Background: an optimization exercise with open tools, aiming at small area and a short achievable clock period. Do not read the settings as production practice.
Where RTL was checked, it was by simulation tests only, not by an equivalence proof against the original.
No functional check of the RTL was part of runs 1 and 2.
Power figures rest on the tool's default switching activity, not on a simulated workload.

--- config.mk ---
export PLATFORM = sky130hd
export DESIGN_NAME = fifo_flags
export DESIGN_NICKNAME = fifo_flags
export VERILOG_FILES = /design/flow/design.v
export SDC_FILE = /design/flow/constraint.sdc
export NUM_CORES = 4
export LEC_CHECK = 0
export ABC_CLOCK_PERIOD_IN_PS = 2000
export CAP_MARGIN = 20
export CORE_MARGIN = 2
export CORE_UTILIZATION = 40
export CTS_CLUSTER_DIAMETER = 100
export CTS_CLUSTER_SIZE = 30
export SETUP_SLACK_MARGIN = 3.2
export SLEW_MARGIN = 20
export SYNTH_HIERARCHICAL = 1
export TNS_END_PERCENT = 5
--- constraint.sdc ---
create_clock -name core_clock -period 5.5 [get_ports {clk}]
set_input_delay 1.1000 -clock core_clock [delete_from_list [all_inputs] [get_ports {clk}]]
set_output_delay 1.1000 -clock core_clock [all_outputs]
set_load 0.01 [all_outputs]
--- design.v ---
package fifo_flags_pkg;
  localparam int DEFAULT_WIDTH = 8;
  localparam int DEFAULT_NUM   = 256;
  function automatic int cnt_bits(input int num);
    cnt_bits = $clog2(num + 1);
  endfunction
  function automatic int ptr_bits(input int num);
    ptr_bits = (num < 2) ? 1 : $clog2(num);
  endfunction
endpackage
module fifo_g_sel8 (
  input  logic [7:0] s,
  input  logic [7:0] d,
  output logic       y
);
  assign y = |(s & d);
endmodule
module fifo_g_nor2 (
  input  logic a, b,
  output logic y
);
  assign y = ~(a | b);
endmodule
module fifo_g_nand2 (
  input  logic a, b,
  output logic y
);
  assign y = ~(a & b);
endmodule
module fifo_g_and2 (
  input  logic a, b,
  output logic y
);
  assign y = a & b;
endmodule
module fifo_g_mux2i (
  input  logic a0, a1, s,
  output logic y
);
  assign y = ~(s ? a1 : a0);
endmodule
module fifo_ptr_wrap (
  input  logic [255:0] sel,
  input  logic [255:0] d,
  output logic         yn
);
  logic [31:0] p;    
  logic [15:0] q;    
  logic [7:0]  r;    
  logic [3:0]  s;    
  logic [1:0]  t;    
  for (genvar i = 0; i < 32; i++) begin : g_p
    fifo_g_sel8 u (.s(sel[8*i +: 8]), .d(d[8*i +: 8]), .y(p[i]));
  end
  for (genvar i = 0; i < 16; i++) begin : g_q
    fifo_g_nor2 u (.a(p[2*i]), .b(p[2*i+1]), .y(q[i]));
  end
  for (genvar i = 0; i < 8; i++) begin : g_r
    fifo_g_nand2 u (.a(q[2*i]), .b(q[2*i+1]), .y(r[i]));
  end
  for (genvar i = 0; i < 4; i++) begin : g_s
    fifo_g_nor2 u (.a(r[2*i]), .b(r[2*i+1]), .y(s[i]));
  end
  for (genvar i = 0; i < 2; i++) begin : g_t
    fifo_g_nand2 u (.a(s[2*i]), .b(s[2*i+1]), .y(t[i]));
  end
  fifo_g_nor2 u_y (.a(t[0]), .b(t[1]), .y(yn));
endmodule
module fifo_cnt_next #(
  parameter int CW       = 9,
  parameter int NUM      = 256,
  parameter int AF_LEVEL = 252,
  parameter int AE_LEVEL = 4
) (
  input  logic [CW-1:0] count,
  output logic [CW-1:0] up,
  output logic [CW-1:0] dn,
  output logic          c_m1,        
  output logic          c_le_ae_m1,  
  output logic          c_ae,        
  output logic          c_ae_p1,     
  output logic          c_af_m1,     
  output logic          c_af,        
  output logic          c_ge_af_p1   
);
  assign up         = count + CW'(1);
  assign dn         = count - CW'(1);
  assign c_m1       = (count == CW'(NUM - 1));
  assign c_le_ae_m1 = (count <= CW'(AE_LEVEL - 1));
  assign c_ae       = (count == CW'(AE_LEVEL));
  assign c_ae_p1    = (count == CW'(AE_LEVEL + 1));
  assign c_af_m1    = (count == CW'(AF_LEVEL - 1));
  assign c_af       = (count == CW'(AF_LEVEL));
  assign c_ge_af_p1 = (count >= CW'(AF_LEVEL + 1));
endmodule
module fifo_flags #(
  parameter int WIDTH    = fifo_flags_pkg::DEFAULT_WIDTH,
  parameter int NUM      = fifo_flags_pkg::DEFAULT_NUM,
  parameter int AF_LEVEL = NUM - 4,
  parameter int AE_LEVEL = 4
) (
  input  logic                     clk,
  input  logic                     reset_n,
  input  logic [WIDTH-1:0]         write_data,
  input  logic                     write_strobe,
  input  logic                     read_strobe,
  output logic [WIDTH-1:0]         read_data,
  output logic                     data_available,
  output logic                     full,
  output logic                     almost_full,
  output logic                     almost_empty,
  output logic [fifo_flags_pkg::cnt_bits(NUM)-1:0] count,
  output logic                     overflow,
  output logic                     underflow,
  input  logic                     err_clear
);
  localparam int CW = fifo_flags_pkg::cnt_bits(NUM);
  localparam int PW = fifo_flags_pkg::ptr_bits(NUM);
  localparam int SD = NUM - 1;             
  localparam int HW = 1 << (PW / 2);       
  localparam int LW = 1 << (PW - PW / 2);  
  logic [WIDTH-1:0] sr [SD];
  logic [WIDTH-1:0] head;
  logic [WIDTH-1:0] pend;
  logic             pend_v;
  logic [HW-1:0]    ra_hi;
  logic [LW-1:0]    ra_lo;
  logic             sr_empty;    
  logic [CW-1:0] cnt_up, cnt_dn;
  logic c_m1, c_le_ae_m1, c_ae, c_ae_p1, c_af_m1, c_af, c_ge_af_p1;
  fifo_cnt_next #(.CW(CW), .NUM(NUM), .AF_LEVEL(AF_LEVEL), .AE_LEVEL(AE_LEVEL)) u_cnt (
    .count      (count),
    .up         (cnt_up),
    .dn         (cnt_dn),
    .c_m1       (c_m1),
    .c_le_ae_m1 (c_le_ae_m1),
    .c_ae       (c_ae),
    .c_ae_p1    (c_ae_p1),
    .c_af_m1    (c_af_m1),
    .c_af       (c_af),
    .c_ge_af_p1 (c_ge_af_p1)
  );
  logic c_0, c_1;
  assign c_0 = ~data_available;
  assign c_1 = data_available & sr_empty & ~pend_v;
  logic rd_acc, wr_acc, inc, dec;
  assign rd_acc = read_strobe & data_available;
  assign wr_acc = write_strobe & (~full | read_strobe);
  assign inc    = wr_acc & ~rd_acc;
  assign dec    = rd_acc & ~wr_acc;
  always_ff @(posedge clk) begin
    pend <= write_data;
    if (pend_v) begin
      sr[0] <= pend;
      for (int i = 1; i < SD; i++) sr[i] <= sr[i-1];
    end
  end
  logic [HW*LW-1:0] rsel;
  logic [WIDTH-1:0] sr_out_n;
  for (genvar i = 0; i < HW * LW; i++) begin : g_sel
    fifo_g_and2 u_dec (.a(ra_hi[i / LW]), .b(ra_lo[i % LW]), .y(rsel[i]));
  end
  for (genvar b = 0; b < WIDTH; b++) begin : g_bit
    logic [HW*LW-1:0] d;
    for (genvar i = 0; i < HW * LW; i++) begin : g_ent
      if (i < SD) begin : g_used
        assign d[i] = sr[i][b];
      end else begin : g_unused
        assign d[i] = 1'b0;
      end
    end
    fifo_ptr_wrap u_rd (.sel(rsel), .d(d), .yn(sr_out_n[b]));
  end
  logic             ld_wd, ld_sr, ld_p, head_en;
  logic [WIDTH-1:0] alt_n, head_d;
  assign ld_wd   = (c_0 & write_strobe) | (c_1 & read_strobe);
  assign ld_sr   = read_strobe & ~sr_empty;
  assign ld_p    = read_strobe & sr_empty & pend_v;
  assign head_en = ld_wd | ld_sr | ld_p;
  assign alt_n   = ~(ld_wd ? write_data : pend);
  for (genvar b = 0; b < WIDTH; b++) begin : g_head
    fifo_g_mux2i u_mux (.a0(alt_n[b]), .a1(sr_out_n[b]), .s(ld_sr), .y(head_d[b]));
  end
  always_ff @(posedge clk) begin
    if (head_en) head <= head_d;
  end
  assign read_data = head;
  always_ff @(posedge clk or negedge reset_n) begin
    if (!reset_n) begin
      pend_v   <= 1'b0;
      ra_hi    <= HW'(1) << (HW - 1);
      ra_lo    <= LW'(1) << (LW - 1);
      sr_empty <= 1'b1;
    end else begin
      pend_v <= write_strobe & data_available & (~full | read_strobe) & ~(read_strobe & c_1);
      if (pend_v & ~read_strobe) begin
        ra_lo    <= {ra_lo[LW-2:0], ra_lo[LW-1]};
        if (ra_lo[LW-1]) ra_hi <= {ra_hi[HW-2:0], ra_hi[HW-1]};
        sr_empty <= 1'b0;
      end else if (~pend_v & read_strobe & ~sr_empty) begin
        ra_lo    <= {ra_lo[0], ra_lo[LW-1:1]};
        if (ra_lo[0]) ra_hi <= {ra_hi[0], ra_hi[HW-1:1]};
        sr_empty <= ra_hi[0] & ra_lo[0];
      end
    end
  end
  always_ff @(posedge clk or negedge reset_n) begin
    if (!reset_n) begin
      count          <= '0;
      data_available <= 1'b0;
      full           <= 1'b0;
      almost_full    <= 1'b0;
      almost_empty   <= 1'b1;
    end else begin
      if (inc) count <= cnt_up;
      else if (dec) count <= cnt_dn;
      data_available <= ~(~write_strobe & (c_0 | (c_1 & read_strobe)));
      full           <= (full & ~dec) | (c_m1 & inc);
      almost_full    <= c_ge_af_p1 | (c_af & ~dec) | (c_af_m1 & inc);
      almost_empty   <= c_le_ae_m1 | (c_ae & ~inc) | (c_ae_p1 & dec);
    end
  end
  always_ff @(posedge clk or negedge reset_n) begin
    if (!reset_n) begin
      overflow  <= 1'b0;
      underflow <= 1'b0;
    end else if (err_clear) begin
      overflow  <= 1'b0;
      underflow <= 1'b0;
    end else begin
      if (write_strobe & ~wr_acc) overflow  <= 1'b1;
      if (read_strobe & ~rd_acc)  underflow <= 1'b1;
    end
  end
endmodule
--- run.sh ---
#!/bin/bash
# synth_recipe.tcl (not shown) runs the flow's synth.tcl, then flattens the netlist and writes it again
# the make line also repeats each setting of config.mk as NAME=value (left out here)
make -C /OpenROAD-flow-scripts/flow DESIGN_CONFIG=/design/flow/config.mk WORK_HOME=/design/flow/orfs CLKGATE_MAP_FILE= SYNTH_SCRIPT=/design/flow/synth_recipe.tcl finish
==> results of run 1 <==
-- worst paths after layout --
path	slack [ns]	depth (start not counted)	start	to
max in group asynchronous	4.44	2	reset_n	ra_hi[0]
min reg2reg	0.43	0	sr[20][7]	sr[21][7]
min	0.43	0	sr[20][7]	sr[21][7]
min in group asynchronous	0.48	2	reset_n	count[5]
max reg2reg	2.93	2	pend_v	sr[16][6]
max	2.81	1	head[5]	read_data[5]
-- layout make-up --
cell class | count | area share [%]
clock inverter | 7 | 0.1357
clock buffer | 111 | 2.648
inverter | 13 | 0.05754
multi-input combinational | 1981 | 17.13
antenna | 12 | 0.03541
sequential | 2105 | 74.26
tap | 2511 | 3.705
timing repair buffer | 143 | 2.024
-- cell usage in the layout (no fill, tap or decap), types with 10 or more instances in the layout --
master / synthesis / final
edfxtp_1: 2048 / 2048
a22oi_1: 1025 / 989
nand4_1: 259 / 259
and2_4: 0 / 103
clkbuf_16: 0 / 88
and2_1: 259 / 85
nor2_1: 178 / 84
and2_2: 0 / 71
nor2_2: 0 / 64
nand2_1: 99 / 58
buf_4: 3 / 54
mux2_2: 47 / 47
nand2_2: 0 / 41
a22oi_2: 0 / 36
buf_12: 0 / 34
nor2_4: 0 / 30
mux2i_1: 26 / 26
clkbuf_1: 4 / 25
buf_6: 7 / 22
dfrtp_2: 0 / 20
o21ai_0: 16 / 15
dfrtp_4: 0 / 15
inv_1: 13 / 13
diode_2: 0 / 12
mux2_4: 10 / 10
dfrtp_1: 45 / 10
clkdlybuf4s50_1: 0 / 10
-- registers in the layout, indices dropped and copies added, names as in the netlist --
name	flops
sr_empty	1
data_available	1
sr	2040
ra_hi	16
pend_v	1
head	8
count	9
overflow	1
almost_empty	1
full	1
underflow	1
pend	8
almost_full	1
ra_lo	16
-- report_power, final --
group | internal, uW | total [uW] | switching (uW)
combinational | 264 | 814 | 550
clock | 2940 | 7640 | 4700
sequential | 18700 | 19200 | 550
total | 21900 | 27700 | 5800
-- worst reg2reg max path, cell delays in order (launching register included) --
cell     delay [ns]
dfrtp_4        0.80
buf_4          0.51
buf_16         0.62
-- per-module statistics from Yosys, one instance, submodules excluded, excerpt --
module | cell area, um2 | copies in the design | cells
fifo_flags | 64240 | 1 | 2255
fifo_g_nand2 | 3.754 | 80 | 1
fifo_g_sel8 | 36.28 | 256 | 5
fifo_g_and2 | 6.256 | 256 | 1
fifo_g_mux2i | 10.01 | 8 | 1
fifo_g_nor2 | 3.754 | 168 | 1
-- metrics by stage --
step,setup slack [ns],cells,power [uW],utilization [%]
4_1_cts,2.714,6869,27940,44.54
3_5_place_dp,1.773,6670,20340,42.22
3_3_place_gp,1.798,6670,20300,42.22
6_report,2.807,6883,27700,44.59
5_1_grt,2.773,6876,28590,44.58
2_1_floorplan,-9.943,4114,20250,-
-- layer usage --
layer  wire length (um)  up-vias  track usage (%)
met5                 11        -                0
met4               4155        2            4.186
met3              12380      182            2.507
met2              81890     1479            27.04
met1              77340    20850            26.29
li1                   -    17650                -
-- cell families (layout without fill, tap and decap cells) --
logic type | after synthesis | after routing
AOI/OAI and AO/OA | 1052 | 1052
buffers and inverters | 29 | 274
xor gates and xnor gates | 13 | 13
and+or+nand+nor | 813 | 814
adders and majority gates | 6 | 6
DFF | 2105 | 2105
muxes | 88 | 88
other | 1 | 20
-- what timing repair did --
action,4_1_cts,5_1_grt
gates cloned,1,2
hold buffers,0,0
buffers inserted,80,0
setup endpoints to repair,1413,1405
pin swaps,132,0
resized for setup,619,4
==> flow_metrics.py, run 1 <==
metrics = {
    "final_layout": {
        "syn2layout_area_growth_pct": 10.79,
        "design_area_um2": 84800,
        "fillCellCount": 16380,
        "nNetsFinal": 4345,
        "multi_input_area_um2": 14530,
        "drive_above_1_share_pct": 15.32,
        "regArea_um2": 62980,
    },
    "yosys": {
        "synth_fa_ha_area_share_pct": 0.09808,
        "yosysSeqAreaShare_pct": 82.17,
        "synth_top_cell_by_area": "edfxtp_1",
        "synth.area.top_cells": "edfxtp_1, a22oi_1, and2_1",
        "synth_top_family_by_area": "compound AO/OA/AOI/OAI gates",
        "synthXorXnorAreaFrac_pct": 0.1488,
        "synth-compound-area-share_pct": 10.28,
        "synthMuxAreaShare_pct": 1.301,
        "yosys_warnings": 8,
        "synthArstFlopShare_pct": 2.328,
        "synth_top_cell_area_share_pct": 80.35,
        "syn_inst": 4107,
        "ys.flop_type": "edfxtp_1",
        "synthTopCellsByCount": "edfxtp_1, a22oi_1, and2_1, nand4_1, nor2_1",
        "yosysMostFrequentCell": "edfxtp_1",
        "avgSynthCellArea_um2": 18.64,
        "synth-seq-cells": 2105,
        "synth_edf_count": 2048,
        "synth_cell_types": 42,
        "syn_area_um2": 76540,
        "synth_simple_gate_area_share_pct": 5.769,
    },
    "sta": {
        "holdWs_ns": 0.4313,
        "finalMaxSlewViolations": 0,
        "fin_crit_sh_pct": 48.96,
        "rsz0062_at_grt": "true",
        "worstMarginPinSlew_ns": 1.019,
        "setup_viol_count_final": 0,
        "hold_violations": 0,
        "slew_headroom_pct": 32.04,
        "min_period_ns": 2.693,
        "max_freq_mhz": 371.4,
        "timing.setup.tns_ns": 0,
        "skew_ns": 0.04853,
    },
    "floorplanning": {
        "start_util_pct": 40.25,
        "die_x_um": 441.4,
        "core_area_um2": 190200,
        "row_count": 160,
        "dieArea_um2": 194900,
        "pin_count": 36,
        "die_h_um": 441.4,
    },
    "critical_path": {
        "path_class": "register to output pin",
        "cpPeakStageDelay_ns": 0.64,
        "critPathTopFamily": "flip-flops",
        "required_ns": 4.40,
        "cp-end-kind": "output pin",
        "critical_path_buf_inv_count": 1,
        "start_kind": "register",
        "worst-endpoint-arrival_ns": 1.59,
        "critPathMaxFanout": 1,
        "slowest_stage": "edfxtp_1",
        "path_cells": "buf_2",
    },
    "global_routing": {
        "antenna_found_initial": 10,
        "grt_pass1_vias": 39110,
        "grt_pass1_wl_um": 257800,
        "grt.total_usage_pct": 17.52,
        "grt_max_degree": 197,
        "grt_overflow": 0,
    },
    "detailed_routing": {
        "routedWlPerCell_um": 25.54,
        "post-route-drc-count": 0,
        "avgViaCountPerCell": 5.835,
        "detail-route-antenna-nets": 0,
        "wl_um": 175800,
        "via_count": 40170,
        "initialDrtViolationCount": 5352,
        "first_pass_iters": 6,
    },
    "power_and_ir_drop": {
        "vdd_drop_max_v": 0.0002601,
        "p_leak_uw": 0.02742,
        "cellPowerDensity_nw_per_um2": 326.7,
    },
    "cts": {
        "cts_tree": "built",
        "cts.sink_count": 2105,
        "insertion_delay_ns": 0.73,
        "cts-htree-levels": 3,
        "root_buffer": "clkbuf_16",
        "cts_buffers": 82,
        "path_clk_slew_ns": 0.12,
        "clock_path_buffers": 3,
    },
    "run_status": {
        "run_status": "complete, no violations",
    },
    "worst_hold_path": {
        "hold_class": "register to register",
    },
    "place": {
        "place_hpwl_um": 109000,
        "place_area_um2": 80290,
        "io_buffers": 35,
        "routabilityCongestion": 0.8135,
    },
    "job": {
        "cap_violations": 0,
    },
}
==> run 2: changes to the inputs <==
--- a/config.mk
+++ b/config.mk
@@ -8,7 +8,7 @@
 export ABC_CLOCK_PERIOD_IN_PS = 2000
 export CAP_MARGIN = 20
 export CORE_MARGIN = 2
-export CORE_UTILIZATION = 40
+export CORE_UTILIZATION = 50
 export CTS_CLUSTER_DIAMETER = 100
 export CTS_CLUSTER_SIZE = 30
 export SETUP_SLACK_MARGIN = 3.2
==> run 2 against run 1 <==
Still clean on timing, DRC and antenna. Routed wire length up 0.55%. Combinational power grew 0.5%. Global-route usage rose by 4.6 points. Register-to-register slack is essentially flat. Critical path type is now register to register.
==> flow_metrics.py, run 2 <==
metrics = {
    "power_and_ir_drop": {
        "p_comb_share_pct": 3.0,
        "cellPowerDensity_nw_per_um2": 325.1,
        "p_clk_share_pct": 27.2,
        "vdd_drop_max_v": 0.0002492,
        "p_switching_uw": 5738,
        "swShare_pct": 20.82,
        "p_leak_uw": 0.02767,
        "power.internal_uw": 21830,
        "pwr-share-seq_pct": 69.8,
    },
    "yosys": {
        "synth-seq-cells": 2105,
        "synthTopCellsByCount": "edfxtp_1, a22oi_1, and2_1, nand4_1, nor2_1",
        "synth_top_cell_by_area": "edfxtp_1",
        "ys.flop_type": "edfxtp_1",
        "synth_top_cell_area_share_pct": 80.35,
        "yosysSeqAreaShare_pct": 82.17,
        "yosys_warnings": 8,
        "avgSynthCellArea_um2": 18.64,
        "synthArstFlopShare_pct": 2.328,
        "synth.area.top_cells": "edfxtp_1, a22oi_1, and2_1",
        "syn_area_um2": 76540,
        "synth_edf_count": 2048,
        "synth_cell_types": 42,
        "yosysMostFrequentCell": "edfxtp_1",
        "syn_inst": 4107,
    },
    "floorplanning": {
        "row_count": 143,
        "pin_count": 36,
        "core_area_um2": 151900,
        "die_x_um": 395.3,
        "start_util_pct": 50.39,
        "die_h_um": 395.3,
        "dieArea_um2": 156200,
    },
    "detailed_routing": {
        "avgViaCountPerCell": 6.343,
        "detail-route-antenna-nets": 0,
        "via_count": 40860,
        "first_pass_iters": 6,
        "routedWlPerCell_um": 27.43,
        "post-route-drc-count": 0,
        "initialDrtViolationCount": 5191,
        "wl_um": 176700,
    },
    "sta": {
        "fin_ws_ns": 2.921,
        "max_freq_mhz": 387.8,
        "hold_violations": 0,
        "timing.setup.tns_ns": 0,
        "skew_ns": 0.06606,
        "worstMarginPinSlew_ns": 0.9317,
        "fin_crit_sh_pct": 46.88,
        "setup_viol_count_final": 0,
        "slew_headroom_pct": 37.89,
        "rsz0062_at_grt": "true",
        "holdWs_ns": 0.4403,
        "min_period_ns": 2.579,
        "finalMaxSlewViolations": 0,
    },
    "worst_hold_path": {
        "hold_class": "register to register",
    },
    "critical_path": {
        "cp-end-kind": "register",
        "critPathMaxFanout": 154,
        "start_kind": "register",
        "worst-endpoint-arrival_ns": 2.93,
        "required_ns": 5.85,
        "path_class": "register to register",
    },
    "run_status": {
        "run_status": "complete, no violations",
    },
    "final_layout": {
        "fillCellCount": 11640,
        "reg_top3": "sr x2040, ra_hi x16, ra_lo x16",
        "regMostFlops": "sr",
        "drive_above_1_share_pct": 17.12,
        "mostFrequentLayoutCell": "edfxtp_1",
        "nNetsFinal": 4382,
        "final_util_pct": 55.81,
        "finalNonFillerCells": 6442,
        "mostFrequentLayoutCells": "edfxtp_1, a22oi_1, nand4_1, and2_4",
        "syn2layout_area_growth_pct": 10.76,
        "largest_register_ffs": 2040,
    },
    "global_routing": {
        "grt_pass1_wl_um": 260500,
        "grt_overflow": 0,
        "grt_max_degree": 170,
        "grt.total_usage_pct": 22.14,
        "antenna_found_initial": 5,
        "grt_pass1_vias": 39650,
    },
    "cts": {
        "cts_tree": "built",
        "cts.sink_count": 2105,
        "insertion_delay_ns": 0.73,
        "ctsHoldBuffers": 0,
        "path_clk_slew_ns": 0.11,
        "cts-htree-levels": 3,
        "cts_buffers": 81,
        "clock_path_buffers": 3,
        "root_buffer": "clkbuf_16",
    },
    "place": {
        "io_buffers": 35,
        "place_inst": 6195,
        "dp_slack_ns": 1.680,
        "place_hpwl_um": 107400,
        "routabilityCongestion": 0.8100,
    },
    "job": {
        "cap_violations": 0,
    },
}
run 2: cell count changes in the layout (fill, tap and decap cells not counted), moves of 9 or more:
| cell | change |
|---|---|
| and2_1 | -27 |
| buf_4 | +22 |
| clkbuf_1 | +16 |
| and2_4 | +14 |
| and2_2 | +13 |
| diode_2 | -11 |
| nand2_1 | -10 |
| buf_6 | +9 |
run 2: cell type report:
| cell class | instances | area, um2 | area share (%) |
|---|---|---|---|
| flip-flops and latches | 2105 | 62990 | 74.30 |
| multi-input cells | 1981 | 14690 | 17.33 |
| well taps | 2030 | 2540 | 2.996 |
| clock buffers | 123 | 2206 | 2.602 |
| repair buffers | 181 | 2205 | 2.601 |
| clock inverters | 8 | 100.1 | 0.1181 |
| inverters | 13 | 48.80 | 0.05756 |
| diodes | 1 | 2.502 | 0.002952 |
run 2: through the flow:
| step | total power, uW | area (um2) |
|---|---|---|
| floorplan | 20250 | 76580 |
| global placement | 20300 | 79700 |
| detailed placement | 20330 | 79700 |
| CTS | 27810 | 84550 |
| global route | 28490 | 84770 |
| finish | 27560 | 84780 |
run 2: what timing repair did:
item                                    4_1_cts  5_1_grt
endpoints found under the setup margin     1211      943
pin swaps                                   142       19
gates cloned                                  5        2
endpoints found under the hold margin         0        0
resized for setup                           700       41
buffers inserted                            103        5
run 2: path summary, 6_finish.rpt:
| check | start | to | depth (start not counted) | slack (ns) |
|---|---|---|---|---|
| max in group asynchronous | reset_n | ra_hi[11] | 2 | 4.44 |
| worst max-delay path | pend_v | sr[12][2] | 2 | 2.92 |
| min in group asynchronous | reset_n | almost_full | 2 | 0.48 |
| worst max register to register | pend_v | sr[12][2] | 2 | 2.92 |
| worst min-delay path | sr[247][4] | sr[248][4] | 0 | 0.44 |
| worst min register to register | sr[247][4] | sr[248][4] | 0 | 0.44 |
run 2: routing by layer:
| layer | global-route usage, % | routed length, um |
|---|---|---|
| met4 | 5.316 | 3686 |
| met1 | 34.46 | 77820 |
| met5 | 0 | 13 |
| met3 | 2.731 | 13270 |
| met2 | 33.51 | 81950 |
run 2: worst max-delay path: stages, from the launching register on:
cell and delay, ns:
dfrtp_4 0.83, buf_12 0.47, buf_16 0.54
run 2: cells by family (layout without fill, tap and decap cells):
kind of cell    count (synthesis)  after routing  share of synthesized area, %
compound gates               1052           1052                         10.28
xor+xnor                       13             13                        0.1488
fa+ha+maj                       6              6                       0.09808
buf+inv                        29            325                        0.2289
flops                        2105           2105                         82.17
mux                            88             88                         1.301
other cells                     1              9                      0.004899
simple gates                  813            814                         5.769
run 2: power groups by stage:
| stage | registers, uW | clock network [uW] | logic, uW |
|---|---|---|---|
| global route | 19400 | 8230 | 896 |
| CTS | 19300 | 7750 | 813 |
| finish | 19200 | 7500 | 818 |
| detailed placement | 19600 | 0 | 683 |
| floorplan | 20000 | 0 | 263 |
| global placement | 19600 | 0 | 677 |
run 2: per-module statistics from Yosys, one instance, submodules excluded, a selection:
module | flops+latches | area, um2 | cells | times used
fifo_g_and2 | 0 | 6.256 | 1 | 256
fifo_g_sel8 | 0 | 36.28 | 5 | 256
fifo_g_mux2i | 0 | 10.01 | 1 | 8
fifo_flags | 2105 | 64240 | 2255 | 1
fifo_g_nor2 | 0 | 3.754 | 1 | 168
fifo_g_nand2 | 0 | 3.754 | 1 | 80
==> run 3: changes to the inputs <==
--- a/design.v
+++ b/design.v
@@ -92,6 +92,24 @@
   assign c_af_m1    = (count == CW'(AF_LEVEL - 1));
   assign c_af       = (count == CW'(AF_LEVEL));
   assign c_ge_af_p1 = (count >= CW'(AF_LEVEL + 1));
+endmodule
+module fifo_pv_next (
+  input  logic write_strobe,
+  input  logic read_strobe,
+  input  logic data_available,
+  input  logic full,
+  input  logic c_1,
+  output logic pv_next
+);
+  assign pv_next = write_strobe & data_available & (~full | read_strobe) & ~(read_strobe & c_1);
+endmodule
+module fifo_head_next (
+  input  logic sr_n,
+  input  logic alt,
+  input  logic ld_sr,
+  output logic y
+);
+  assign y = ld_sr ? ~sr_n : alt;
 endmodule
 module fifo_flags #(
   parameter int WIDTH    = fifo_flags_pkg::DEFAULT_WIDTH,
@@ -123,6 +141,9 @@
   logic [WIDTH-1:0] head;
   logic [WIDTH-1:0] pend;
   logic             pend_v;
+  localparam int NEN = 2 * WIDTH;           
+  localparam int SEG = (SD + 1) / 2;        
+  logic [NEN-1:0]   sr_en;
   logic [HW-1:0]    ra_hi;
   logic [LW-1:0]    ra_lo;
   logic             sr_empty;    
@@ -150,9 +171,11 @@
   assign dec    = rd_acc & ~wr_acc;
   always_ff @(posedge clk) begin
     pend <= write_data;
-    if (pend_v) begin
-      sr[0] <= pend;
-      for (int i = 1; i < SD; i++) sr[i] <= sr[i-1];
+    for (int b = 0; b < WIDTH; b++) begin
+      if (sr_en[2*b]) sr[0][b] <= pend[b];
+      for (int i = 1; i < SD; i++) begin
+        if (sr_en[2*b + i / SEG]) sr[i][b] <= sr[i-1][b];
+      end
     end
   end
   logic [HW*LW-1:0] rsel;
@@ -171,28 +194,40 @@
     end
     fifo_ptr_wrap u_rd (.sel(rsel), .d(d), .yn(sr_out_n[b]));
   end
-  logic             ld_wd, ld_sr, ld_p, head_en;
-  logic [WIDTH-1:0] alt_n, head_d;
+  logic             ld_wd, ld_sr, ld_p;
+  logic [WIDTH-1:0] alt, head_d;
   assign ld_wd   = (c_0 & write_strobe) | (c_1 & read_strobe);
   assign ld_sr   = read_strobe & ~sr_empty;
   assign ld_p    = read_strobe & sr_empty & pend_v;
-  assign head_en = ld_wd | ld_sr | ld_p;
-  assign alt_n   = ~(ld_wd ? write_data : pend);
+  assign alt     = ld_wd ? write_data : (ld_p ? pend : head);
   for (genvar b = 0; b < WIDTH; b++) begin : g_head
-    fifo_g_mux2i u_mux (.a0(alt_n[b]), .a1(sr_out_n[b]), .s(ld_sr), .y(head_d[b]));
+    fifo_head_next u_mux (.sr_n(sr_out_n[b]), .alt(alt[b]), .ld_sr(ld_sr), .y(head_d[b]));
   end
   always_ff @(posedge clk) begin
-    if (head_en) head <= head_d;
+    head <= head_d;
   end
   assign read_data = head;
+  logic [NEN:0] pv_next;
+  for (genvar k = 0; k <= NEN; k++) begin : g_pv
+    fifo_pv_next u_pv (
+      .write_strobe   (write_strobe),
+      .read_strobe    (read_strobe),
+      .data_available (data_available),
+      .full           (full),
+      .c_1            (c_1),
+      .pv_next        (pv_next[k])
+    );
+  end
   always_ff @(posedge clk or negedge reset_n) begin
     if (!reset_n) begin
       pend_v   <= 1'b0;
+      sr_en    <= '0;
       ra_hi    <= HW'(1) << (HW - 1);
       ra_lo    <= LW'(1) << (LW - 1);
       sr_empty <= 1'b1;
     end else begin
-      pend_v <= write_strobe & data_available & (~full | read_strobe) & ~(read_strobe & c_1);
+      pend_v <= pv_next[NEN];
+      sr_en  <= pv_next[NEN-1:0];
       if (pend_v & ~read_strobe) begin
         ra_lo    <= {ra_lo[LW-2:0], ra_lo[LW-1]};
         if (ra_lo[LW-1]) ra_hi <= {ra_hi[HW-2:0], ra_hi[HW-1]};
--- a/config.mk
+++ b/config.mk
@@ -8,7 +8,7 @@
 export ABC_CLOCK_PERIOD_IN_PS = 2000
 export CAP_MARGIN = 20
 export CORE_MARGIN = 2
-export CORE_UTILIZATION = 50
+export CORE_UTILIZATION = 60
 export CTS_CLUSTER_DIAMETER = 100
 export CTS_CLUSTER_SIZE = 30
 export SETUP_SLACK_MARGIN = 3.2
==> run 3 against run 2 <==
Count of clock-buffer cells in the layout is 18 lower. Design area is 1.6% lower. Global-route usage is 6.0 points higher. Final cell count is 5.8% lower. First-iteration DRC count is 5.2% higher.
==> flow_metrics.py, run 3 <==
metrics = {
    "final_layout": {
        "regMostFlops": "sr",
        "mostFrequentLayoutCells": "edfxtp_1, a22oi_1, nand4_1, and2_1, nor2_1",
        "largest_register_ffs": 2040,
        "mostFrequentLayoutCell": "edfxtp_1",
        "drive_above_1_share_pct": 12.86,
        "nNetsFinal": 4392,
        "final_util_pct": 65.36,
        "syn2layout_area_growth_pct": 8.095,
        "fillCellCount": 8747,
    },
    "sta": {
        "worstMarginPinSlew_ns": 1.078,
        "skew_ns": 0.02212,
        "holdWs_ns": 0.4481,
        "min_period_ns": 2.492,
        "timing.setup.tns_ns": 0,
        "max_freq_mhz": 401.3,
        "finalMaxSlewViolations": 0,
        "setup_viol_count_final": 0,
        "rsz0062_at_grt": "true",
        "hold_violations": 0,
        "fin_ws_ns": 3.008,
        "fin_crit_sh_pct": 45.31,
        "slew_headroom_pct": 28.11,
    },
    "yosys": {
        "ys.flop_type": "edfxtp_1",
        "yosys_warnings": 8,
        "yosysSeqAreaShare_pct": 81.87,
        "synth_edf_count": 2040,
        "synthArstFlopShare_pct": 3.065,
        "synth_top_cell_by_area": "edfxtp_1",
        "yosysMostFrequentCell": "edfxtp_1",
        "syn_inst": 4179,
        "synth_cell_types": 46,
        "synth-seq-cells": 2121,
        "synthTopCellsByCount": "edfxtp_1, a22oi_1, and2_1, nand4_1, nor2_1",
        "synth_top_cell_area_share_pct": 79.35,
        "syn_area_um2": 77210,
        "avgSynthCellArea_um2": 18.47,
        "synth.area.top_cells": "edfxtp_1, a22oi_1, and2_1",
    },
    "global_routing": {
        "grt_pass1_vias": 40380,
        "grt_max_degree": 129,
        "grt.total_usage_pct": 28.16,
        "grt_pass1_wl_um": 272800,
        "grt_overflow": 0,
        "antenna_found_initial": 5,
    },
    "detailed_routing": {
        "routedWlPerCell_um": 30.79,
        "post-route-drc-count": 0,
        "via_count": 41700,
        "first_pass_iters": 6,
        "initialDrtViolationCount": 5459,
        "detail-route-antenna-nets": 0,
        "wl_um": 186800,
        "avgViaCountPerCell": 6.872,
    },
    "critical_path": {
        "start_kind": "register",
        "critPathMaxFanout": 8,
        "slowest_stage": "dfrtp_4",
        "path_class": "register to register",
        "cpPeakStageDelay_ns": 0.56,
        "cp-end-kind": "register",
        "required_ns": 6.09,
        "path_cells": "buf_8, and2_1, a22oi_1, nand4_1, nor2_1, nand2_1, nor2_2, nand2_1, nor2_1, mux2i_1",
        "worst-endpoint-arrival_ns": 3.08,
    },
    "place": {
        "routabilityCongestion": 0.8421,
        "place_hpwl_um": 118500,
        "dp_slack_ns": 1.811,
        "io_buffers": 35,
    },
    "floorplanning": {
        "core_area_um2": 127700,
        "dieArea_um2": 131600,
        "row_count": 131,
        "die_x_um": 362.7,
        "start_util_pct": 60.47,
        "pin_count": 36,
        "die_h_um": 362.7,
    },
    "cts": {
        "cts.sink_count": 2121,
        "ctsHoldBuffers": 0,
        "clock_path_buffers": 3,
        "cts_tree": "built",
        "root_buffer": "clkbuf_16",
        "cts-htree-levels": 3,
        "cts_buffers": 80,
        "insertion_delay_ns": 0.71,
        "path_clk_slew_ns": 0.12,
    },
    "power_and_ir_drop": {
        "p_leak_uw": 0.02257,
        "vdd_drop_max_v": 0.0002845,
        "cellPowerDensity_nw_per_um2": 313.8,
        "power_uw": 26190,
    },
    "job": {
        "cap_violations": 0,
    },
    "run_status": {
        "run_status": "complete, no violations",
    },
    "worst_hold_path": {
        "hold_class": "register to register",
    },
}
run 3: cell types whose count changed in the layout (fill, tap and decap cells not counted), moves of 14 or more:
cell | before | now
a22oi_1 | 988 | 1024
a22oi_2 | 37 | 0
and2_1 | 58 | 115
and2_4 | 117 | 58
and3_1 | 0 | 18
buf_12 | 31 | 15
buf_6 | 31 | 15
clkbuf_1 | 41 | 22
dfrtp_2 | 19 | 33
nand2_1 | 48 | 74
nand2_2 | 43 | 22
nor2_1 | 80 | 104
nor2_2 | 64 | 49
run 3: timing repair:
item / in CTS / in global routing
pin swaps: 46 / 0
buffers inserted: 45 / 1
gates resized for setup: 475 / 0
setup endpoints to repair: 202 / 104
run 3: final cells by class:
cell class | instances | area [um2] | share of cell area, %
flip-flops and latches | 2121 | 63350 | 75.90
multi-input cells | 2023 | 14490 | 17.36
clock buffers | 105 | 2160 | 2.588
well taps | 1662 | 2079 | 2.492
repair buffers | 125 | 1244 | 1.490
inverters | 22 | 82.58 | 0.09895
clock inverters | 5 | 40.04 | 0.04798
diodes | 5 | 12.51 | 0.01499
run 3: cell families (layout without fill, tap and decap cells):
group	Yosys count	in the layout	synth area share (%)
AOI/OAI and AO/OA	1074	1074	10.43
xor gates and xnor gates	12	12	0.1361
adders and majority gates	6	6	0.09723
buffers and inverters	42	257	0.2674
DFF	2121	2121	81.87
muxes	90	90	1.300
other	1	13	0.004857
and+or+nand+nor	833	833	5.893
run 3: per-module statistics from Yosys, one instance, submodules excluded, excerpt:
module | flops+latches | copies in the design
fifo_pv_next | 0 | 17
fifo_head_next | 0 | 8
fifo_g_nor2 | 0 | 168
fifo_g_sel8 | 0 | 256
fifo_g_nand2 | 0 | 80
fifo_g_and2 | 0 | 256
fifo_flags | 2121 | 1
run 3: metal layers:
layer  wire, um  global-route usage, %
met2      86840                  42.90
met4       4289                  6.704
met1      80660                  43.52
met3      15050                  4.267
met5          0                      0
run 3: path summary, 6_finish.rpt:
| path | cells after the start | startpoint | to | slack (ns) |
|---|---|---|---|---|
| worst max-delay path | 10 | ra_lo[7] | head[6] | 3.01 |
| max in group asynchronous | 1 | reset_n | ra_hi[13] | 4.37 |
| min in group asynchronous | 1 | reset_n | sr_en[12] | 0.49 |
| worst min-delay path | 0 | sr[70][2] | sr[71][2] | 0.45 |
| worst min register to register | 0 | sr[70][2] | sr[71][2] | 0.45 |
| worst max register to register | 10 | ra_lo[7] | head[6] | 3.01 |
run 3: worst max-delay path: cells and delay by family, from the launching register on:
kind	cells	cell delay, ns
compound gates	1	0.22
buf+inv	1	0.18
flops	1	0.56
mux	1	0.09
simple gates	7	1.30
run 3: where the power goes:
| part | total (uW) | switching (uW) | leakage (uW) | internal, uW |
|---|---|---|---|---|
| clock network | 7390 | 4580 | 0.00107 | 2810 |
| logic | 685 | 474 | 0.00564 | 211 |
| registers | 18100 | 238 | 0.0159 | 17900 |
run 3: metrics by stage:
stage | instances | cell area, um2
final | 6068 | 83460
after floorplan | 4186 | 77240
after detailed placement | 5907 | 79970
after global routing | 6063 | 83440
after global placement | 5907 | 79970
after CTS | 6062 | 83420
==> run 4: changes to the inputs <==
--- a/config.mk
+++ b/config.mk
@@ -8,7 +8,7 @@
 export ABC_CLOCK_PERIOD_IN_PS = 2000
 export CAP_MARGIN = 20
 export CORE_MARGIN = 2
-export CORE_UTILIZATION = 60
+export CORE_UTILIZATION = 55
 export CTS_CLUSTER_DIAMETER = 100
 export CTS_CLUSTER_SIZE = 30
 export SETUP_SLACK_MARGIN = 3.2
==> run 4 against run 3 <==
Sequential share of layout area fell by 0.55 points. Core utilization fell by 5.0 points. Hold slack got worse by 0.00082 ns. Final cell count rose by 3.9%. Fmax barely moved. Critical path depth did not move. Routed wire length fell by 0.62%. Via count fell by 0.82%.
==> flow_metrics.py, run 4 <==
metrics = {
    "global_routing": {
        "grt_max_degree": 129,
        "grt_pass1_wl_um": 269800,
        "antenna_found_initial": 6,
        "grt.total_usage_pct": 25.61,
        "grt_overflow": 0,
        "grt_pass1_vias": 39920,
    },
    "sta": {
        "skew_ns": 0.02132,
        "finalMaxSlewViolations": 0,
        "worstMarginPinSlew_ns": 0.9698,
        "fin_crit_sh_pct": 45.28,
        "slew_headroom_pct": 35.34,
        "setup_viol_count_final": 0,
        "hold_violations": 0,
        "holdWs_ns": 0.4473,
        "max_freq_mhz": 401.5,
        "min_period_ns": 2.491,
        "rsz0062_at_grt": "true",
        "timing.setup.tns_ns": 0,
    },
    "critical_path": {
        "worst-endpoint-arrival_ns": 3.10,
        "cp-end-kind": "register",
        "critPathTopFamily": "simple AND/OR/NAND/NOR gates",
        "crit_path_frequent_cell": "nor2_4",
        "worstSetupStartpoint": "ra_lo[14]",
        "required_ns": 6.11,
        "critPathMaxFanout": 8,
        "path_cells": "buf_12, and2_2, a22oi_2, nand4_1, nor2_1, nand2_1, nor2_4, nand2_4, nor2_4, mux2i_1",
        "worst_r2r_startpoint": "ra_lo[14]",
        "cpPeakStageDelay_ns": 0.56,
        "critical_path_buf_inv_count": 1,
        "slowest_stage": "dfrtp_4",
        "path_class": "register to register",
        "start_kind": "register",
    },
    "detailed_routing": {
        "routedWlPerCell_um": 29.45,
        "avgViaCountPerCell": 6.560,
        "post-route-drc-count": 0,
        "first_pass_iters": 6,
        "wl_um": 185700,
        "detail-route-antenna-nets": 0,
        "via_count": 41360,
        "initialDrtViolationCount": 5398,
    },
    "power_and_ir_drop": {
        "cellPowerDensity_nw_per_um2": 312.6,
        "p_leak_uw": 0.02274,
        "vdd_drop_max_v": 0.0002857,
        "power_uw": 26280,
    },
    "yosys": {
        "synthTopCellsByCount": "edfxtp_1, a22oi_1, and2_1, nand4_1, nor2_1",
        "synth_edf_count": 2040,
        "synth_top_cell_area_share_pct": 79.35,
        "synth_cell_types": 46,
        "syn_area_um2": 77210,
        "synth.area.top_cells": "edfxtp_1, a22oi_1, and2_1",
        "synth_top_cell_by_area": "edfxtp_1",
        "ys.flop_type": "edfxtp_1",
        "yosysSeqAreaShare_pct": 81.87,
        "avgSynthCellArea_um2": 18.47,
        "yosysMostFrequentCell": "edfxtp_1",
        "syn_inst": 4179,
        "synth-seq-cells": 2121,
        "yosys_warnings": 8,
        "synthArstFlopShare_pct": 3.065,
    },
    "cts": {
        "cts.sink_count": 2121,
        "root_buffer": "clkbuf_16",
        "clock_path_buffers": 3,
        "ctsHoldBuffers": 0,
        "insertion_delay_ns": 0.73,
        "cts-htree-levels": 3,
        "cts_tree": "built",
        "cts_buffers": 80,
        "path_clk_slew_ns": 0.12,
    },
    "final_layout": {
        "largest_register_ffs": 2040,
        "drive_above_1_share_pct": 13.47,
        "syn2layout_area_growth_pct": 8.899,
        "mostFrequentLayoutCell": "edfxtp_1",
        "mostFrequentLayoutCells": "edfxtp_1, a22oi_1, nand4_1, and2_1, nor2_1",
        "nNetsFinal": 4412,
        "regMostFlops": "sr",
    },
    "run_status": {
        "run_status": "complete, no violations",
    },
    "place": {
        "place_hpwl_um": 118100,
        "io_buffers": 35,
        "routabilityCongestion": 0.8513,
    },
    "floorplanning": {
        "pin_count": 36,
        "row_count": 137,
        "dieArea_um2": 143400,
        "core_area_um2": 139400,
        "die_x_um": 378.7,
        "start_util_pct": 55.40,
        "die_h_um": 378.7,
    },
    "worst_hold_path": {
        "hold_start": "sr[42][1]",
        "hold_class": "register to register",
    },
    "job": {
        "cap_violations": 0,
    },
}
run 4: cell counts after synthesis:
Identical to the previous run, type by type.
run 4: repair_timing:
item	CTS	global route
pin swaps	42	27
endpoints found under the setup margin	129	57
gates resized for setup	379	107
hold endpoints to repair	0	0
setup buffers	60	8
run 4: kinds of logic (layout without fill, tap and decap cells):
family,count (synthesis),count (layout),share of synthesized area [%]
other,1,12,0.004857
flip-flops,2121,2121,81.87
AO/OA/AOI/OAI,1074,1074,10.43
multiplexers,90,90,1.300
adder cells (fa/ha/maj),6,6,0.09723
AND/OR/NAND/NOR,833,833,5.893
XOR/XNOR,12,12,0.1361
buffers and inverters,42,280,0.2674
run 4: cell type report:
class                   count  area, um2
fillers                 10210      55280
clock inverters             3      26.28
multi-input cells        2023      14570
clock buffers             110       2221
inverters                  22      82.58
repair buffers            145       1458
well taps                1876       2347
diodes                      4      10.01
flip-flops and latches   2121      63360
run 4: metrics by stage:
stage               instance area [um2]  util (%)  std cells  setup slack [ns]
CTS                               83720     60.08       6290             2.961
global route                      84070     60.32       6300             2.953
global placement                  80190     57.54       6117             1.859
finish                            84080     60.33       6304             3.009
detailed placement                80190     57.54       6117             1.828
floorplan                         77240         -       4186             2.149
run 4: final timing paths:
kind                              to  slack, ns  depth (start not counted)
min in group asynchronous   count[3]       0.46                          1
max                          head[1]       3.01                         10
max in group asynchronous   ra_lo[5]       4.40                          1
min                        sr[43][1]       0.45                          0
max reg2reg                  head[1]       3.01                         10
min reg2reg                sr[43][1]       0.45                          0
run 4: power by group:
part | switching [uW] | internal (uW) | total (uW) | leakage, uW
clock | 4620 | 2870 | 7490 | 0.00109
sequential | 208 | 17900 | 18100 | 0.0159
combinational | 493 | 213 | 706 | 0.00579
run 4: worst register-to-register path: stages, from the launching register on:
cell     delay [ns]
dfrtp_4        0.56
buf_12         0.17
and2_2         0.25
a22oi_2        0.18
nand4_1        0.27
nor2_1         0.17
nand2_1        0.12
nor2_4         0.27
nand2_4        0.16
nor2_4         0.15
mux2i_1        0.08
run 4: modules after synthesis (local to each module, per instance), excerpt:
module / area (um2) / times used / flip-flops and latches
fifo_g_and2: 6.256 / 256 / 0
fifo_g_sel8: 36.28 / 256 / 0
fifo_g_nand2: 3.754 / 80 / 0
fifo_head_next: 13.76 / 8 / 0
fifo_g_nor2: 3.754 / 168 / 0
fifo_flags: 64580 / 1 / 2121
fifo_pv_next: 16.27 / 17 / 0
run 4: routing by layer:
metal,part of all wire (%),up-vias,global-route usage [%]
met3,7.7,235,3.525
li1,-,17880,-
met1,43,21380,39.14
met5,0.0070,-,0
met4,3.1,2,7.517
met2,46,1856,38.78
==> run 5: changes to the inputs <==
--- a/config.mk
+++ b/config.mk
@@ -8,10 +8,10 @@
 export ABC_CLOCK_PERIOD_IN_PS = 2000
 export CAP_MARGIN = 20
 export CORE_MARGIN = 2
-export CORE_UTILIZATION = 55
+export CORE_UTILIZATION = 50
 export CTS_CLUSTER_DIAMETER = 100
 export CTS_CLUSTER_SIZE = 30
-export SETUP_SLACK_MARGIN = 3.2
+export SETUP_SLACK_MARGIN = 3.0
 export SLEW_MARGIN = 20
 export SYNTH_HIERARCHICAL = 1
 export TNS_END_PERCENT = 5
==> run 5 against run 4 <==
Area after synthesis unchanged. Routed wire length down 2.5%. Design area down 0.32%. Global-route usage down 3.2 points. Synthesized cell count unchanged. Sequential power about the same. Critical path depth unchanged. Clock skew up 0.0087 ns. Clock power up 1%. Still clean. Non-clock buffer count down 22. Count of clock-buffer cells in the layout up 5.
==> flow_metrics.py, run 5 <==
metrics = {
    "run_status": {
        "run_status": "complete, no violations",
    },
    "detailed_routing": {
        "routedWlPerCell_um": 28.03,
        "avgViaCountPerCell": 6.328,
        "detail-route-antenna-nets": 0,
        "via_count": 40860,
        "wl_um": 181000,
        "initialDrtViolationCount": 5085,
        "post-route-drc-count": 0,
        "first_pass_iters": 5,
    },
    "critical_path": {
        "start_kind": "register",
        "critPathMaxFanout": 11,
        "cp-end-kind": "register",
        "required_ns": 6.11,
        "path_cells": "buf_4, and2_1, a22oi_1, nand4_1, nor2_1, nand2_1, nor2_4, nand2_1, nor2_4, mux2i_1",
        "worst-endpoint-arrival_ns": 3.20,
        "slowest_stage": "dfrtp_2",
        "cpPeakStageDelay_ns": 0.51,
        "path_class": "register to register",
    },
    "yosys": {
        "synthArstFlopShare_pct": 3.065,
        "synthTopCellsByCount": "edfxtp_1, a22oi_1, and2_1, nand4_1, nor2_1",
        "synth_cell_types": 46,
        "syn_area_um2": 77210,
        "yosysSeqAreaShare_pct": 81.87,
        "synth_edf_count": 2040,
        "synth_top_cell_area_share_pct": 79.35,
        "avgSynthCellArea_um2": 18.47,
        "yosysMostFrequentCell": "edfxtp_1",
        "ys.flop_type": "edfxtp_1",
        "syn_inst": 4179,
        "synth.area.top_cells": "edfxtp_1, a22oi_1, and2_1",
        "synth_top_cell_by_area": "edfxtp_1",
        "synth-seq-cells": 2121,
        "yosys_warnings": 8,
    },
    "sta": {
        "finalMaxSlewViolations": 0,
        "rsz0062_at_grt": "true",
        "fin_ws_ns": 2.901,
        "holdWs_ns": 0.4373,
        "fin_crit_sh_pct": 47.26,
        "skew_ns": 0.03003,
        "hold_violations": 0,
        "setup_viol_count_final": 0,
        "worstMarginPinSlew_ns": 1.110,
        "timing.setup.tns_ns": 0,
        "slew_headroom_pct": 26.00,
        "min_period_ns": 2.599,
        "max_freq_mhz": 384.7,
    },
    "global_routing": {
        "grt_pass1_wl_um": 265000,
        "grt.total_usage_pct": 22.43,
        "grt_max_degree": 79,
        "use_met1_pct": 33.87,
        "grt_overflow": 0,
        "top_usage_layer": "met2",
        "grt_pass1_vias": 39980,
        "use_met2_pct": 34.41,
        "use_met3_pct": 3.502,
        "antenna_found_initial": 11,
    },
    "floorplanning": {
        "start_util_pct": 50.24,
        "dieArea_um2": 157600,
        "die_x_um": 397.0,
        "pin_count": 36,
        "core_area_um2": 153700,
        "die_h_um": 397.0,
        "row_count": 144,
    },
    "cts": {
        "cts_buffers": 81,
        "cts.sink_count": 2121,
        "clock_path_buffers": 3,
        "cts-htree-levels": 3,
        "path_clk_slew_ns": 0.12,
        "cts_tree": "built",
        "root_buffer": "clkbuf_16",
        "insertion_delay_ns": 0.73,
        "ctsHoldBuffers": 0,
    },
    "final_layout": {
        "finalNonFillerCells": 6457,
        "syn2layout_area_growth_pct": 8.552,
        "mostFrequentLayoutCells": "edfxtp_1, a22oi_1, nand4_1, and2_1, nor2_1",
        "regArea_um2": 63350,
        "design_area_um2": 83810,
        "multi_input_area_um2": 14250,
        "fillCellCount": 11940,
        "nNetsFinal": 4391,
        "drive_above_1_share_pct": 10.07,
        "largest_register_ffs": 2040,
        "regMostFlops": "sr",
        "mostFrequentLayoutCell": "edfxtp_1",
    },
    "place": {
        "routabilityCongestion": 0.8415,
        "io_buffers": 35,
        "place_area_um2": 80430,
        "place_hpwl_um": 116300,
        "place_inst": 6287,
        "dp_slack_ns": 1.993,
    },
    "power_and_ir_drop": {
        "cellPowerDensity_nw_per_um2": 314.5,
        "p_leak_uw": 0.02257,
        "vdd_drop_max_v": 0.0002527,
    },
    "worst_hold_path": {
        "hold_class": "register to register",
    },
    "job": {
        "cap_violations": 0,
    },
}
run 5: cell counts after synthesis:
No cell type changed its count.
run 5: per-layer routing:
metal	vias up	wire length (um)	part of all wire (%)
met3	211	13950	7.7
met5	-	33	0.018
met4	4	4207	2.3
met2	1716	84150	46
met1	21090	78630	43
li1	17840	-	-
run 5: report_power, final:
group | leakage (uW) | total (uW) | switching [uW] | internal [uW]
Combinational | 0.00558 | 665 | 455 | 210
Sequential | 0.0159 | 18100 | 243 | 17900
Clock | 0.00112 | 7570 | 4660 | 2900
Total | 0.0226 | 26400 | 5360 | 21000
run 5: cells by family after synthesis:
family,synth area share [%]
fa+ha+maj,0.09723
compound gates,10.43
buf+inv,0.2674
flops,81.87
other cells,0.004857
mux,1.300
simple gates,5.893
xor+xnor,0.1361
run 5: path summary, 6_finish.rpt:
kind / start / endpoint / slack, ns / cells after the start
max: ra_lo[4] / head[1] / 2.90 / 10
min: sr[18][2] / sr[19][2] / 0.44 / 0
max reg2reg: ra_lo[4] / head[1] / 2.90 / 10
min reg2reg: sr[18][2] / sr[19][2] / 0.44 / 0
max in group asynchronous: reset_n / ra_lo[3] / 4.29 / 1
min in group asynchronous: reset_n / count[0] / 0.46 / 1
run 5: Yosys stat by module (local to each module, per instance), a selection:
module,cells inside,area [um2],copies in the design
fifo_g_nor2,1,3.754,168
fifo_g_and2,1,6.256,256
fifo_flags,2284,64580,1
fifo_pv_next,2,16.27,17
fifo_g_nand2,1,3.754,80
fifo_head_next,2,13.76,8
fifo_g_sel8,5,36.28,256
run 5: what timing repair did:
| item | CTS | global route |
|---|---|---|
| pin swaps | 2 | 14 |
| setup endpoints to repair | 57 | 42 |
| buffers inserted | 30 | 16 |
| gates resized for setup | 138 | 121 |
run 5: stage by stage:
stage               util (%)  total power [uW]
global placement       52.33             19090
detailed placement     52.33             19120
global route           54.53             27180
finish                 54.53             26350
CTS                    54.17             26600
floorplan                  -             18850
run 5: cell type report:
type	instances	area share, %
Antenna cell	3	0.008958
Clock buffer	115	2.672
Clock inverter	6	0.08062
Inverter	22	0.09853
Multi-Input combinational cell	2023	17.00
Sequential cell	2121	75.59
Tap cell	2044	3.052
Timing Repair Buffer	123	1.497
run 5: worst max-delay path: cells and delay by family (launching register included):
| family | cells | cell delay [ns] |
|---|---|---|
| compound gates | 1 | 0.23 |
| buf+inv | 1 | 0.26 |
| flops | 1 | 0.51 |
| mux | 1 | 0.09 |
| simple gates | 7 | 1.38 |
==> run 6: changes to the inputs <==
--- a/config.mk
+++ b/config.mk
@@ -11,7 +11,7 @@
 export CORE_UTILIZATION = 50
 export CTS_CLUSTER_DIAMETER = 100
 export CTS_CLUSTER_SIZE = 30
-export SETUP_SLACK_MARGIN = 3.0
+export SETUP_SLACK_MARGIN = 3.3
 export SLEW_MARGIN = 20
 export SYNTH_HIERARCHICAL = 1
 export TNS_END_PERCENT = 5
==> run 6 against run 5 <==
Still clean. Global-route usage is 0.34 points higher. Sequential share of layout area fell by 1.1 points. Flip-flop and latch count unchanged. Fmax rose by 5.7%. Sequential power about the same. Area after synthesis stayed put. Critical endpoint is now head[0]. Largest cell class unchanged.
==> flow_metrics.py, run 6 <==
metrics = {
    "sta": {
        "hold_violations": 0,
        "timing.setup.tns_ns": 0,
        "min_period_ns": 2.459,
        "rsz0062_at_grt": "true",
        "skew_ns": 0.02804,
        "worstMarginPinSlew_ns": 1.108,
        "max_freq_mhz": 406.6,
        "fin_crit_sh_pct": 44.71,
        "slew_headroom_pct": 26.11,
        "finalMaxSlewViolations": 0,
        "setup_viol_count_final": 0,
    },
    "cts": {
        "path_clk_slew_ns": 0.12,
        "cts.sink_count": 2121,
        "insertion_delay_ns": 0.73,
        "clock_path_buffers": 3,
        "cts_tree": "built",
        "cts-htree-levels": 3,
        "root_buffer": "clkbuf_16",
        "cts_buffers": 81,
        "ctsHoldBuffers": 0,
    },
    "yosys": {
        "syn_area_um2": 77210,
        "synth-seq-cells": 2121,
        "synthMuxAreaShare_pct": 1.300,
        "syn_inst": 4179,
        "yosys_warnings": 8,
        "synth_edf_count": 2040,
        "synth_simple_gate_area_share_pct": 5.893,
        "synth_top_family_by_area": "compound AO/OA/AOI/OAI gates",
        "synth-compound-area-share_pct": 10.43,
        "synth_top_cell_by_area": "edfxtp_1",
        "synth.area.top_cells": "edfxtp_1, a22oi_1, and2_1",
        "yosysMostFrequentCell": "edfxtp_1",
        "synthArstFlopShare_pct": 3.065,
        "synth_fa_ha_area_share_pct": 0.09724,
        "synth_top_cell_area_share_pct": 79.35,
        "synthXorXnorAreaFrac_pct": 0.1361,
        "yosysSeqAreaShare_pct": 81.87,
        "avgSynthCellArea_um2": 18.47,
        "synth_cell_types": 46,
        "ys.flop_type": "edfxtp_1",
        "synthTopCellsByCount": "edfxtp_1, a22oi_1, and2_1, nand4_1, nor2_1",
    },
    "critical_path": {
        "required_ns": 6.10,
        "start_kind": "register",
        "slowest_stage": "dfrtp_4",
        "critPathMaxFanout": 10,
        "r2r_setup_slack_ns": 3.04,
        "path_cells": "buf_8, buf_4, and2_4, a22oi_1, nand4_1, nor2_1, nand2_1, nor2_4, nand2_1, nor2_4, mux2i_1",
        "cp-end-kind": "register",
        "cpPeakStageDelay_ns": 0.52,
        "worst-endpoint-arrival_ns": 3.06,
        "path_class": "register to register",
    },
    "detailed_routing": {
        "detail-route-antenna-nets": 0,
        "initialDrtViolationCount": 4770,
        "avgViaCountPerCell": 6.338,
        "routedWlPerCell_um": 28.26,
        "via_count": 41120,
        "post-route-drc-count": 0,
        "wl_um": 183400,
        "first_pass_iters": 5,
    },
    "floorplanning": {
        "row_count": 144,
        "pin_count": 36,
        "die_x_um": 397.0,
        "dieArea_um2": 157600,
        "die_h_um": 397.0,
        "core_area_um2": 153700,
        "start_util_pct": 50.24,
    },
    "place": {
        "routabilityCongestion": 0.8415,
        "io_buffers": 35,
        "place_area_um2": 80430,
        "place_hpwl_um": 116300,
    },
    "job": {
        "cap_violations": 0,
    },
    "global_routing": {
        "grt_max_degree": 79,
        "grt_pass1_wl_um": 268400,
        "antenna_found_initial": 8,
        "grt.total_usage_pct": 22.77,
        "grt_pass1_vias": 40190,
        "grt_overflow": 0,
    },
    "power_and_ir_drop": {
        "p_leak_uw": 0.02299,
        "cellPowerDensity_nw_per_um2": 310.4,
        "vdd_drop_max_v": 0.0002442,
    },
    "worst_hold_path": {
        "hold_class": "register to register",
    },
    "final_layout": {
        "regMostFlops": "sr",
        "mostFrequentLayoutCells": "edfxtp_1, a22oi_1, nand4_1, and2_1, and2_2",
        "syn2layout_area_growth_pct": 10.16,
        "design_area_um2": 85050,
        "mostFrequentLayoutCell": "edfxtp_1",
        "fillCellCount": 11810,
        "largest_register_ffs": 2040,
        "nNetsFinal": 4422,
        "drive_above_1_share_pct": 16.35,
    },
    "run_status": {
        "run_status": "complete, no violations",
    },
}
[run 6: cell counts after synthesis]
Identical to the previous run, type by type.
[run 6: Yosys stat by module, one instance, submodules excluded, a selection]
module          area [um2]  flip-flops and latches  cells inside
fifo_g_sel8          36.28                       0             5
fifo_g_nand2         3.754                       0             1
fifo_flags           64580                    2121          2284
fifo_head_next       13.76                       0             2
fifo_g_and2          6.256                       0             1
fifo_g_nor2          3.754                       0             1
fifo_pv_next         16.27                       0             2
[run 6: power breakdown]
group          switching [uW]  internal (uW)  leakage [uW]
registers                 246          17900        0.0159
logic                     464            241       0.00601
clock network            4670           2900       0.00112
[run 6: worst paths after layout]
check / start / endpoint / cells past startpoint
max in group asynchronous: reset_n / ra_lo[6] / 1
min in group asynchronous: reset_n / overflow / 1
setup reg to reg: ra_lo[8] / head[0] / 11
setup / recovery: ra_lo[8] / head[0] / 11
hold / removal: sr[18][2] / sr[19][2] / 0
hold reg to reg: sr[18][2] / sr[19][2] / 0
[run 6: repair_timing]
item / in CTS / in global routing
cloned: 3 / 0
setup buffers: 62 / 12
endpoints found under the hold margin: 0 / 0
endpoints found under the setup margin: 386 / 530
gates resized for setup: 582 / 115
pin swaps: 124 / 73
[run 6: per-layer routing]
layer	vias up	GRT usage, %	part of all wire [%]
met1	21360	34.22	44
met2	1641	34.86	46
li1	17900	-	-
met5	-	0	0.016
met4	4	5.656	2.4
met3	217	3.899	7.2
[run 6: stage by stage]
step | worst slack (ns) | power (uW) | hold slack (ns) | util (%) | std cells
after global placement | 2.036 | 19090 | 0.4094 | 52.33 | 6287
after global routing | 2.969 | 27220 | 0.4563 | 55.33 | 6485
after floorplan | 2.149 | 18850 | 0.4044 | - | 4186
after detailed placement | 1.993 | 19120 | 0.4165 | 52.33 | 6287
after CTS | 2.997 | 26640 | 0.4399 | 55.08 | 6473
final | 3.041 | 26400 | 0.4371 | 55.34 | 6488
[run 6: worst max-delay path, delay by kind of cell, from the launching register on]
family                 cells  cell delay (ns)
AND/OR/NAND/NOR            7             1.13
flip-flops                 1             0.52
buffers and inverters      2             0.37
AO/OA/AOI/OAI              1             0.20
multiplexers               1             0.10
[run 6: cell type report]
class	instances	area, um2	area share [%]
clock inverter	6	67.56	0.07944
antenna	3	7.507	0.008827
inverter	22	82.58	0.09709
timing repair buffer	154	1720	2.023
sequential	2121	63380	74.52
clock buffer	115	2240	2.633
tap	2044	2557	3.007
multi-input combinational	2023	14990	17.63
[run 6: cell families after synthesis]
family | Yosys count
AOI/OAI and AO/OA | 1074
xor gates and xnor gates | 12
and+or+nand+nor | 833
adders and majority gates | 6
other | 1
DFF | 2121
buffers and inverters | 42
muxes | 90
==> run 7: changes to the inputs <==
--- a/config.mk
+++ b/config.mk
@@ -11,7 +11,7 @@
 export CORE_UTILIZATION = 50
 export CTS_CLUSTER_DIAMETER = 100
 export CTS_CLUSTER_SIZE = 30
-export SETUP_SLACK_MARGIN = 3.3
+export SETUP_SLACK_MARGIN = 3.2
 export SLEW_MARGIN = 20
 export SYNTH_HIERARCHICAL = 1
 export TNS_END_PERCENT = 5
==> run 7 against run 6 <==
Combinational power decreased by 3.8%. Critical path type unchanged. Clock power is essentially flat. Largest power group unchanged. Fmax down 0.13%. Area after synthesis unchanged. Global-route usage is essentially flat. Die area is the same. Critical path depth is the same.
==> flow_metrics.py, run 7 <==
metrics = {
    "cts": {
        "cts_buffers": 81,
        "insertion_delay_ns": 0.73,
        "path_clk_slew_ns": 0.12,
        "cts_tree": "built",
        "clock_path_buffers": 3,
        "cts-htree-levels": 3,
        "root_buffer": "clkbuf_16",
        "cts.sink_count": 2121,
    },
    "sta": {
        "rsz0062_at_grt": "true",
        "worstMarginPinSlew_ns": 1.110,
        "finalMaxSlewViolations": 0,
        "slew_headroom_pct": 25.99,
        "fin_ws_ns": 3.037,
        "max_freq_mhz": 406.1,
        "hold_violations": 0,
        "fin_crit_sh_pct": 44.77,
        "skew_ns": 0.02949,
        "setup_viol_count_final": 0,
        "timing.setup.tns_ns": 0,
        "min_period_ns": 2.463,
    },
    "detailed_routing": {
        "initialDrtViolationCount": 4970,
        "wl_um": 182800,
        "avgViaCountPerCell": 6.335,
        "post-route-drc-count": 0,
        "via_count": 41080,
        "routedWlPerCell_um": 28.19,
        "first_pass_iters": 5,
        "detail-route-antenna-nets": 0,
    },
    "power_and_ir_drop": {
        "vdd_drop_max_v": 0.0002440,
        "swShare_pct": 20.40,
        "p_switching_uw": 5384,
        "p_leak_uw": 0.02297,
        "p_comb_share_pct": 2.6,
        "p_clk_share_pct": 28.8,
        "power.internal_uw": 21000,
        "pwr-share-seq_pct": 68.7,
        "power_uw": 26390,
        "cellPowerDensity_nw_per_um2": 310.5,
    },
    "yosys": {
        "avgSynthCellArea_um2": 18.47,
        "yosys_warnings": 8,
        "synth_edf_count": 2040,
        "synth_cell_types": 46,
        "synthArstFlopShare_pct": 3.065,
        "synth_top_cell_area_share_pct": 79.35,
        "synth.area.top_cells": "edfxtp_1, a22oi_1, and2_1",
        "synth_top_cell_by_area": "edfxtp_1",
        "ys.flop_type": "edfxtp_1",
        "yosysMostFrequentCell": "edfxtp_1",
        "syn_area_um2": 77210,
        "synth-seq-cells": 2121,
        "yosysSeqAreaShare_pct": 81.87,
        "synthTopCellsByCount": "edfxtp_1, a22oi_1, and2_1, nand4_1, nor2_1",
        "syn_inst": 4179,
    },
    "critical_path": {
        "worst-endpoint-arrival_ns": 3.07,
        "critPathMaxFanout": 8,
        "start_kind": "register",
        "path_class": "register to register",
        "ff2ff_path_depth": 11,
        "cp-end-kind": "register",
        "required_ns": 6.11,
    },
    "global_routing": {
        "grt_pass1_vias": 40190,
        "antenna_found_initial": 8,
        "grt_max_degree": 79,
        "grt_overflow": 0,
        "grt_pass1_wl_um": 268300,
        "grt.total_usage_pct": 22.76,
    },
    "place": {
        "dp_slack_ns": 1.993,
        "io_buffers": 35,
        "routabilityCongestion": 0.8415,
        "place_inst": 6287,
        "place_area_um2": 80430,
        "place_hpwl_um": 116300,
    },
    "floorplanning": {
        "die_x_um": 397.0,
        "dieArea_um2": 157600,
        "core_area_um2": 153700,
        "row_count": 144,
        "start_util_pct": 50.24,
        "die_h_um": 397.0,
        "pin_count": 36,
    },
    "final_layout": {
        "mostFrequentLayoutCell": "edfxtp_1",
        "nNetsFinal": 4420,
        "regArea_um2": 63380,
        "finalNonFillerCells": 6485,
        "design_area_um2": 84990,
        "drive_above_1_share_pct": 16.42,
        "multi_input_area_um2": 15020,
        "fillCellCount": 11840,
        "syn2layout_area_growth_pct": 10.08,
        "mostFrequentLayoutCells": "edfxtp_1, a22oi_1, nand4_1, and2_2",
        "largest_register_ffs": 2040,
        "regMostFlops": "sr",
    },
    "run_status": {
        "run_status": "complete, no violations",
    },
    "job": {
        "cap_violations": 0,
    },
    "worst_hold_path": {
        "min_path_cells": 0,
        "hold_class": "register to register",
    },
}
run 7: per-layer routing:
layer  share of wire, %  global-route usage [%]  vias to the layer above
li1                   -                       -                    17900
met1                 44                   34.23                    21310
met2                 46                   34.88                     1659
met3                7.5                   3.858                      215
met4                2.4                   5.588                        4
met5              0.015                       0                        -
run 7: repair_timing:
action                                  CTS  global route
pin swaps                                86            74
cloned                                    3             0
resized for setup                       537           150
endpoints found under the setup margin  276           338
hold buffers                              0             0
buffers inserted                         61            11
run 7: cell families (layout without fill, tap and decap cells):
logic type / Yosys count / count (layout) / share of synthesized area [%]
flops: 2121 / 2121 / 81.87
compound gates: 1074 / 1074 / 10.43
simple gates: 833 / 833 / 5.893
mux: 90 / 90 / 1.300
buf+inv: 42 / 295 / 0.2674
xor+xnor: 12 / 12 / 0.1361
fa+ha+maj: 6 / 6 / 0.09723
other cells: 1 / 10 / 0.004857
run 7: final cells by class:
class / instances / area share (%)
inverter: 22 / 0.09716
clock inverter: 6 / 0.07950
multi-input combinational: 2023 / 17.67
sequential: 2121 / 74.57
clock buffer: 115 / 2.635
timing repair buffer: 152 / 1.933
antenna: 2 / 0.005889
tap: 2044 / 3.009
run 7: path summary, 6_finish.rpt:
path,from,end,slack (ns)
worst max register to register,ra_lo[14],head[7],3.04
max in group asynchronous,reset_n,ra_lo[0],4.29
worst max-delay path,ra_lo[14],head[7],3.04
worst min-delay path,sr[18][2],sr[19][2],0.44
min in group asynchronous,reset_n,count[1],0.46
worst min register to register,sr[18][2],sr[19][2],0.44
run 7: worst max-delay path, stage by stage (launching register included):
cell	delay [ns]
dfrtp_4	0.59
buf_12	0.17
buf_16	0.14
and2_4	0.20
a22oi_2	0.16
nand4_1	0.18
nor2_2	0.26
nand2_1	0.11
nor2_2	0.13
nand2_1	0.09
nor2_4	0.17
mux2i_1	0.10
run 7: stage by stage:
step                      util (%)  hold WS (ns)
final                        55.30        0.4354
after global routing         55.30        0.4563
after CTS                    54.99        0.4399
after detailed placement     52.33        0.4165
after global placement       52.33        0.4094
after floorplan                  -        0.4044
run 7: per-module statistics from Yosys, one instance, submodules excluded, excerpt:
module	cells inside	cell area (um2)
fifo_g_nor2	1	3.754
fifo_pv_next	2	16.27
fifo_flags	2284	64580
fifo_g_sel8	5	36.28
fifo_g_and2	1	6.256
fifo_g_nand2	1	3.754
fifo_head_next	2	13.76
run 7: power groups by stage:
stage,sequential [uW],clock [uW],combinational (uW)
after global placement,18500,0,556
final,18100,7590,678
after global routing,18200,8290,750
after CTS,18100,7810,683
after detailed placement,18600,0,571
after floorplan,18600,0,256

==> separate check: timing with driven ports <==
How much do the figures lean on ideal ports? The routed layouts below were timed once more, with nothing changed but the port constraints.
Step 1 assumes that a clkbuf_16 drives the clock port and a buf_2 every other input.
Step 2 times the ports against the registers' clock, not the clock port: input delays grow and output delays shrink by t, the midpoint of the rising clock arrivals with the driver on.
a / b / c = no drivers / after step 1 / after step 2; a / b = the first two.
run | t, ns | setup slack, ns
run 1 | 0.801 | 2.807 / 2.697 / 1.896
run 2 | 0.791 | 2.921 / 2.921 / 2.378
run 3 | 0.780 | 3.008 / 2.982 / 2.373
run 4 | 0.796 | 3.009 / 2.944 / 2.323
run 5 | 0.799 | 2.901 / 2.872 / 2.382
run 6 | 0.791 | 3.041 / 2.981 / 2.443
run 7 | 0.792 | 3.037 / 2.968 / 2.369
After both steps setup and hold are still met in every run listed.
